From an optimization exercise on the open Yosys and OpenROAD flow, aimed at small area; shortcuts taken in it are not production practice. In this exercise RTL edits were held to simulation tests only and were not proved equivalent to the original. Power and IR drop assume default switching activity.

==> flow/design.v <==
package inst_fetch_queue_pkg;
  localparam int unsigned DATA_WIDTH = 32;
  localparam logic [6:0]  OPC_JAL    = 7'h6f;
  function automatic logic is_jal(input logic [DATA_WIDTH-1:0] inst);
    is_jal = inst[6:0] == OPC_JAL;
  endfunction
  function automatic logic [31:0] predict_npc(input logic [31:0]           pc,
                                              input logic [DATA_WIDTH-1:0] inst,
                                              input logic                  jal);
    logic        neg, step, run;
    logic [20:0] off;
    logic [21:0] lo;
    neg = jal & inst[31];
    off = jal ? {inst[31], inst[19:12], inst[20], inst[30:21], 1'b0} : 21'd4;
    lo  = {1'b0, pc[20:0]} + {1'b0, off};
    step = lo[21] ^ neg;
    run  = step;
    predict_npc[20:0] = lo[20:0];
    for (int i = 21; i < 32; i++) begin
      predict_npc[i] = pc[i] ^ run;
      run = run & (pc[i] ^ neg);
    end
  endfunction
endpackage
module fetch_fifo
#(
  parameter int unsigned Depth = 16
) (
  input  logic                                        clk_in,
  input  logic                                        rst_in,
  input  logic                                        clear_i,
  input  logic                                        enq_i,
  input  logic                                        deq_i,
  input  logic [inst_fetch_queue_pkg::DATA_WIDTH-1:0] enq_data_i,
  output logic                                        valid_o,
  output logic                                        full_o,
  output logic [inst_fetch_queue_pkg::DATA_WIDTH-1:0] head_o,
  output logic                                        head_jal_o
);
  localparam int unsigned W    = inst_fetch_queue_pkg::DATA_WIDTH;
  localparam int unsigned PtrW = $clog2(Depth);
  logic [(Depth-1)*W-1:0] mem_q;        
  logic [W-1:0]           head_q;       
  logic                   head_jal_q;   
  logic [PtrW-1:0]        last_q;       
  logic                   valid_q;
  logic [Depth-1:0]       pos;          
  logic                   one_or_less;
  logic                   mem_enq;
  logic [W-1:0]           mem_out, head_d;
  always_comb begin
    for (int i = 0; i < Depth; i++) begin
      pos[i] = valid_q & (last_q == PtrW'(i));
    end
  end
  assign one_or_less = ~valid_q | (last_q == '0);
  assign mem_enq     = enq_i & valid_q & ~(deq_i & pos[0]);
  always_ff @(posedge clk_in) begin
    if (mem_enq) begin
      mem_q <= {mem_q[(Depth-2)*W-1:0], enq_data_i};
    end
  end
  always_comb begin
    mem_out = '0;
    for (int i = 0; i < Depth - 1; i++) begin
      mem_out = mem_out | (mem_q[i*W +: W] & {W{pos[i+1]}});
    end
  end
  assign head_d = mem_out | (enq_data_i & {W{one_or_less}});
  always_ff @(posedge clk_in) begin
    if (deq_i | (enq_i & ~valid_q)) begin
      head_q     <= head_d;
      head_jal_q <= inst_fetch_queue_pkg::is_jal(head_d);
    end
  end
  always_ff @(posedge clk_in or negedge rst_in) begin
    if (!rst_in) begin
      last_q  <= '0;
      valid_q <= 1'b0;
    end else if (clear_i) begin
      last_q  <= '0;
      valid_q <= 1'b0;
    end else if (enq_i & ~deq_i) begin
      last_q  <= valid_q ? last_q + PtrW'(1) : '0;
      valid_q <= 1'b1;
    end else if (deq_i & ~enq_i) begin
      last_q  <= last_q - PtrW'(1);
      valid_q <= last_q != '0;
    end
  end
  assign head_o     = head_q;
  assign head_jal_o = head_jal_q;
  assign valid_o    = valid_q;
  assign full_o     = pos[Depth-1];
endmodule
module inst_fetch_queue
#(
  parameter int unsigned QUEUE_DEPTH = 16,
  parameter logic [31:0] RESET_PC    = 32'h0
) (
  input  logic                  clk_in,
  input  logic                  rst_in,
  input  logic                  rdy_in,
  output logic                  mem_req_valid,
  output logic [31:0]           mem_req_addr,
  input  logic                  mem_resp_valid,
  input  logic [inst_fetch_queue_pkg::DATA_WIDTH-1:0] mem_resp_data,
  output logic                  inst_valid,
  output logic [inst_fetch_queue_pkg::DATA_WIDTH-1:0] inst_out,
  output logic [31:0]           inst_pc_out,
  output logic [31:0]           inst_pred_pc_out,
  input  logic                  inst_deq,
  input  logic                  flush_in,
  input  logic [31:0]           flush_pc_in
);
  logic            wait_q;    
  logic            drop_q;    
  logic [31:0]     pc_q;      
  logic [31:0]     head_pc_q;
  logic            valid, full;
  logic            clear, enq, deq;
  logic [31:0]     npc, head_npc;
  logic [inst_fetch_queue_pkg::DATA_WIDTH-1:0] head;
  logic            head_jal;
  assign clear    = rdy_in & flush_in;
  assign enq      = rdy_in & wait_q & mem_resp_valid & ~flush_in;
  assign deq      = rdy_in & inst_deq & valid & ~flush_in;
  assign npc      = inst_fetch_queue_pkg::predict_npc(pc_q, mem_resp_data,
                                                    inst_fetch_queue_pkg::is_jal(mem_resp_data));
  assign head_npc = inst_fetch_queue_pkg::predict_npc(head_pc_q, head, head_jal);
  always_ff @(posedge clk_in or negedge rst_in) begin
    if (!rst_in) begin
      wait_q <= 1'b0;
      drop_q <= 1'b0;
    end else if (rdy_in) begin
      if (wait_q) begin
        wait_q <= ~flush_in & ~mem_resp_valid;
        drop_q <= flush_in & ~mem_resp_valid;
      end else if (drop_q) begin
        drop_q <= ~mem_resp_valid;
      end else begin
        wait_q <= ~flush_in & ~full;
      end
    end
  end
  always_ff @(posedge clk_in or negedge rst_in) begin
    if (!rst_in) begin
      pc_q <= RESET_PC;
    end else if (clear) begin
      pc_q <= flush_pc_in;
    end else if (enq) begin
      pc_q <= npc;
    end
  end
  always_ff @(posedge clk_in) begin
    if (!valid) begin
      head_pc_q <= pc_q;
    end else if (deq) begin
      head_pc_q <= head_npc;
    end
  end
  fetch_fifo #(
    .Depth(QUEUE_DEPTH)
  ) u_fetch_fifo (
    .clk_in    (clk_in),
    .rst_in    (rst_in),
    .clear_i   (clear),
    .enq_i     (enq),
    .deq_i     (deq),
    .enq_data_i(mem_resp_data),
    .valid_o   (valid),
    .full_o    (full),
    .head_o    (head),
    .head_jal_o(head_jal)
  );
  assign mem_req_valid    = wait_q;
  assign mem_req_addr     = pc_q;
  assign inst_valid       = valid;
  assign inst_out         = head;
  assign inst_pc_out      = head_pc_q;
  assign inst_pred_pc_out = head_npc;
endmodule
export LEC_CHECK = 0
export CAP_MARGIN = 20
export CORE_MARGIN = 2
export CORE_UTILIZATION = 65
export SLEW_MARGIN = 20
create_clock -name core_clock -period 5.5 [get_ports {clk_in}]
standard.sh (not shown) runs the stock make flow with config.mk's settings and CLKGATE_MAP_FILE= SYNTH_SCRIPT=/design/flow/synth_recipe.tcl, a recipe that flattens the netlist after the stock synthesis.
==> flow/flow/run.sh <==
#!/bin/bash
# The standard layout (the standard.sh, standard synthesis unchanged), with two changes:
# the port buffers are the smallest buffer cell, and clock tree synthesis builds the tree from
# clkbuf_8 cells in small clusters and adds no dummy loads.
set -euo pipefail
bash standard.sh finish \
  "BUFFER_PORTS_ARGS=-buffer_cell sky130_fd_sc_hd__buf_1" \
  "CTS_ARGS=-sink_clustering_enable -repair_clock_nets -buf_list sky130_fd_sc_hd__clkbuf_8 -sink_clustering_size 20 -sink_clustering_max_diameter 50 -dont_use_dummy_load" \
  > standard.log 2>&1
==> next run, changes <==
--- a/flow/design.v
+++ b/flow/design.v
@@ -35,18 +35,18 @@
   output logic                                        valid_o,
   output logic                                        full_o,
   output logic [inst_fetch_queue_pkg::DATA_WIDTH-1:0] head_o,
   output logic                                        head_jal_o
 );
-  localparam int unsigned W    = inst_fetch_queue_pkg::DATA_WIDTH;
+  localparam int unsigned W = inst_fetch_queue_pkg::DATA_WIDTH;
   localparam int unsigned PtrW = $clog2(Depth);
-  logic [(Depth-1)*W-1:0] mem_q;        
-  logic [W-1:0]           head_q;       
-  logic                   head_jal_q;   
-  logic [PtrW-1:0]        last_q;       
+  logic [(Depth-1)*W-1:0] mem_q;     
+  logic [W-1:0]           head_q;    
+  logic                   head_jal_q;  
+  logic [PtrW-1:0]        last_q;    
   logic                   valid_q;
-  logic [Depth-1:0]       pos;          
+  logic [Depth-1:0]       pos;       
   logic                   one_or_less;
   logic                   mem_enq;
   logic [W-1:0]           mem_out, head_d;
   always_comb begin
     for (int i = 0; i < Depth; i++) begin
@@ -88,12 +88,12 @@
       valid_q <= last_q != '0;
     end
   end
   assign head_o     = head_q;
   assign head_jal_o = head_jal_q;
-  assign valid_o    = valid_q;
-  assign full_o     = pos[Depth-1];
+  assign valid_o = valid_q;
+  assign full_o  = pos[Depth-1];
 endmodule
 module inst_fetch_queue
 #(
   parameter int unsigned QUEUE_DEPTH = 16,
   parameter logic [31:0] RESET_PC    = 32'h0
Outcome: The new run finished clean. Total power stays the same. Area after synthesis does not change. Non-clock buffer count is unchanged. Maximum frequency is unchanged. Sequential share of layout area stays the same.

port drivers added, routing unchanged:
In the flow no input, the clock included, has a driving cell. The finished layouts below were timed again as built, in two steps.
Step 1, drivers: a clkbuf_16 drives clk_in and a buf_2 each remaining input, both assumed.
Step 2 adds t to the input delays and takes it off the output delays; t is the mean of the earliest and latest rising clock arrival at the registers after step 1. Input paths then give back, and output paths get back, about the clock's delay inside the block.
Three values: no drivers, after step 1, after step 2; two values: the first two.
run | t, ns | setup slack, ns | worst slew at a driven data input, ns
the first run | 0.668 | 0.261 / 0.209 / 0.592 | 0.10
the second run | 0.668 | 0.261 / 0.209 / 0.592 | 0.10
After both steps setup and hold are still met in every run listed.
